This design comes from an exercise in tuning for small area and a short achievable clock period on the open sky130 flow, not from production work.
At most, simulation tests tie the RTL to the original design; equivalence was not proved.

==> inputs of try-quartz <==
## vxe_fma_top
module vxe_fma_top (
  input  wire logic        clk,
  input  wire logic        nrst,
  input  wire logic        i_vld,
  input  wire logic [31:0] i_a,
  input  wire logic [31:0] i_x,
  input  wire logic [31:0] i_b,
  input  wire logic [3:0]  i_tag,
  output      logic        o_vld,
  output      logic [31:0] o_res,
  output      logic        o_ovf,
  output      logic [3:0]  o_tag,
  output      logic        o_busy
);
export LEC_CHECK = 0
export CAP_MARGIN = 20
export CORE_MARGIN = 2
export CORE_UTILIZATION = 50
export CTS_CLUSTER_DIAMETER = 120
export CTS_CLUSTER_SIZE = 18
export SLEW_MARGIN = 20
export SYNTH_HIERARCHICAL = 1
export SYNTH_MINIMUM_KEEP_SIZE = 0
create_clock -name core_clock -period 10.0 [get_ports {clk}]
standard.sh (not shown) runs the stock make flow with config.mk's settings and CLKGATE_MAP_FILE= SYNTH_SCRIPT=/design/flow/synth_recipe.tcl, a recipe that flattens the netlist after the stock synthesis.
==> flow/flow/run.sh <==
#!/bin/bash
set -euo pipefail
bash standard.sh \
  SETUP_SLACK_MARGIN=6.85 \
  MATCH_CELL_FOOTPRINT=0 \
  "BUFFER_PORTS_ARGS=-buffer_cell sky130_fd_sc_hd__buf_1" \
  finish > flow_make.log 2>&1
==> try-cedar: changes against try-quartz <==
==> flow/flow/run.sh (replaced) <==
#!/bin/bash
set -euo pipefail
bash standard.sh \
  SETUP_SLACK_MARGIN=6.9 \
  MATCH_CELL_FOOTPRINT=0 \
  "BUFFER_PORTS_ARGS=-buffer_cell sky130_fd_sc_hd__buf_2" \
  finish > flow_make.log 2>&1
- CORE_UTILIZATION: 50 -> 40
- CTS_CLUSTER_DIAMETER: 120 -> 100
- CTS_CLUSTER_SIZE: 18 -> 22
==> qor summary <==
metric                                                            try-cedar       try-quartz
Vias in the first global route                                        24200            24200
Clock insertion delay at the later pin of the skew report            590 ps           640 ps
Min Clock Period, post-route                                        3090 ps          3120 ps
GR met1 Demand/Resource                                               0.300            0.384
Hold path start                                            slo_q[5]$_DFF_P_  tag4[2]$_DFF_P_
Vias after detailed routing                                           22300            22500
Routed wirelength normalized by instance count                      24.4 um          25.7 um
Estimated wirelength of the detail-placed design                    63.2 mm          61.4 mm
Final-layout clock buffer total                                          37               32
Result of the run                          no timing/DRC/antenna violations  no timing/DRC/antenna violations
Worst Path Required                                                 8000 ps         10520 ps

==> v15: inputs <==
vxe_fma_top, a different RTL version from the one above (not shown whole).
Design vxe_fma_top, start of the top module:
module vxe_fma_top (
  input  wire logic        clk,
  input  wire logic        nrst,
  input  wire logic        i_vld,
  input  wire logic [31:0] i_a,
  input  wire logic [31:0] i_x,
  input  wire logic [31:0] i_b,
  input  wire logic [3:0]  i_tag,
  output      logic        o_vld,
  output      logic [31:0] o_res,
  output      logic        o_ovf,
  output      logic [3:0]  o_tag,
  output      logic        o_busy
);
export LEC_CHECK = 0
export CAP_MARGIN = 50
export CORE_MARGIN = 2
export CORE_UTILIZATION = 40
export SLEW_MARGIN = 70
export SYNTH_HIERARCHICAL = 1
export SYNTH_MINIMUM_KEEP_SIZE = 0
create_clock -name core_clock -period 10.0 [get_ports {clk}]
run.sh (not shown) runs the stock make flow with config.mk's settings and CLKGATE_MAP_FILE= SYNTH_SCRIPT=/design/flow/synth_recipe.tcl, a recipe that flattens the netlist after the stock synthesis.
Stock flow here: none of the scripts above is used.
==> v33: changes against v15 <==
- CAP_MARGIN: 50 -> 20
- SLEW_MARGIN: 70 -> 20
==> comparison <==
Against v33, the clock skew of v15 is higher by 0.0012 ns.
Of v15 and v33, v33 has the higher hold slack (gap 0.0020 ns).
==> figures <==
| item | v33 | v15 |
|---|---|---|
| Result of the run | complete, no violations | complete, no violations |
| Initial antenna violation count | 6 | 8 |
| Via/cell ratio | 5.89 | 5.87 |
| Count of clock buffers in the final design | 74 | 75 |
| Stage delay of the slowest cell on the critical path | 0.58 ns | 0.57 ns |
| Layout fillers | 7,537 | 7,465 |
| Antenna Diode Count | 1 | 0 |
| Peak Freq | 229 MHz | 248 MHz |
No functional check of the RTL was part of any run of this note.

==> inputs of run a <==
vxe_fma_top with an RTL version that a note above also has.
Settings: LEC_CHECK=0, CAP_MARGIN=20, CORE_MARGIN=2, CORE_UTILIZATION=50, CTS_CLUSTER_DIAMETER=100, CTS_CLUSTER_SIZE=22, SLEW_MARGIN=20, SYNTH_HIERARCHICAL=1, SYNTH_MINIMUM_KEEP_SIZE=0; clock period 10.0 ns.
standard.sh (not shown) runs the stock make flow with config.mk's settings and CLKGATE_MAP_FILE= SYNTH_SCRIPT=/design/flow/synth_recipe.tcl, a recipe that flattens the netlist after the stock synthesis.
==> flow/flow/run.sh <==
#!/bin/bash
set -euo pipefail
bash standard.sh \
  SETUP_SLACK_MARGIN=6.9 \
  MATCH_CELL_FOOTPRINT=0 \
  "BUFFER_PORTS_ARGS=-buffer_cell sky130_fd_sc_hd__buf_1" \
  finish > flow_make.log 2>&1
==> inputs of run b, as changes to run a <==
==> flow/flow/run.sh (replaced) <==
#!/bin/bash
set -euo pipefail
bash standard.sh \
  SETUP_SLACK_MARGIN=6.9 \
  MATCH_CELL_FOOTPRINT=0 \
  "BUFFER_PORTS_ARGS=-buffer_cell sky130_fd_sc_hd__buf_2" \
  finish > flow_make.log 2>&1
--- a/flow/config.mk
+++ b/flow/config.mk
@@ -8,7 +8,7 @@
 export CAP_MARGIN = 20
 export CORE_MARGIN = 2
-export CORE_UTILIZATION = 50
-export CTS_CLUSTER_DIAMETER = 100
-export CTS_CLUSTER_SIZE = 22
+export CORE_UTILIZATION = 40
+export CTS_CLUSTER_DIAMETER = 120
+export CTS_CLUSTER_SIZE = 18
 export SLEW_MARGIN = 20
 export SYNTH_HIERARCHICAL = 1
==> inputs of run c, as changes to run a <==
==> flow/flow/run.sh (replaced) <==
#!/bin/bash
set -euo pipefail
bash standard.sh \
  SETUP_SLACK_MARGIN=6.95 \
  MATCH_CELL_FOOTPRINT=0 \
  "BUFFER_PORTS_ARGS=-buffer_cell sky130_fd_sc_hd__buf_1" \
  finish > flow_make.log 2>&1
==> metrics.md <==
| Metric | Value |
|---|---|
| ClkCell Share | 0.0257 |
| Uppermost layer routed | met4 |
| Tcrit/Tclk final | 0.313 |
| Worst Hold Slack | approximately 330 ps |
| Nets | 3565 |
| Vias in the first global route | roughly 24000 |
| Status | no timing/DRC/antenna violations |
| FMAX | 319 MHz |
[end of results for run c]
==> metrics.md <==
| Metric | Value |
|---|---|
| Final setup fails | 0 |
| Status | no timing/DRC/antenna violations |
| ClkCell Share | 0.0239 |
| N_taps | approximately 1100 |
| Critical-path maximum fanout | 1 |
| FMAX | about 320 MHz |
| Share of cells above drive strength 1 | 0.146 |
| Commonest non-fill, non-tap cell in the layout | xnor2_1 |
| Tcrit/Tclk final | 0.313 |
| Grt met1 use | 0.300 |
| TritonCTS clock tree | done |
| Worst Hold Slack | 327 ps |
| Vias in the first global route | 24200 |
[end of results for run b]
==> metrics.md <==
| Metric | Value |
|---|---|
| Status | no timing/DRC/antenna violations |
| Worst Hold Slack | 328 ps |
| Cell Area, Synth | approximately 33000 um^2 |
| Most frequent cells in the layout | 525 x xnor2_1, 496 x a22oi_1, 456 x fa_1 |
| Via Count | 22400 |
| Nets | 3557 |
| Crit Path Class | reg2out |
| Tcrit/Tclk final | 0.312 |
| Vias in the first global route | 24200 |
| Uppermost layer routed | met4 |
| Clock Pin Slew Worst Setup and Hold Paths | 80 ps |
| ClkCell Share | 0.0240 |
[end of results for run a]

[static timing again, ports no longer ideal]
The flow's constraints put no driver on any port. The routed layouts listed below were extracted and timed again, unchanged, in two steps.
Step 1: set_driving_cell puts a clkbuf_16 on clk and a buf_2 on each other input, an assumption about the parent block.
Step 2 moves the port delays by t, midway between the first and last clock arrival at a register: inputs arrive t later, outputs are due t later. That takes back most of the time a late clock gives input paths.
Slacks: ideal ports / drivers / drivers and shift; pairs: ideal ports / drivers.
run	t, ns	slack for setup (ns)	worst hold slack (ns)	slew at the worst register clock pin (ns)	pins driven straight from the clock port
try-quartz	0.697	6.881 / 6.828 / 6.881	0.327 / 0.327 / 0.327	0.09 / 0.09	1
try-cedar	0.632	6.908 / 6.846 / 6.941	0.329 / 0.329 / 0.329	0.09 / 0.09	1
v15	0.673	5.969 / 5.969 / 5.969	0.323 / 0.323 / 0.323	0.06 / 0.06	1
v33	0.682	5.630 / 5.630 / 5.630	0.325 / 0.325 / 0.325	0.06 / 0.06	1
run a	0.688	6.878 / 6.809 / 6.920	0.328 / 0.328 / 0.328	0.10 / 0.10	1
run b	0.688	6.867 / 6.802 / 6.931	0.327 / 0.327 / 0.327	0.09 / 0.09	1
run c	0.690	6.866 / 6.798 / 6.960	0.328 / 0.328 / 0.328	0.10 / 0.10	1
After both steps every run listed still meets setup and hold.
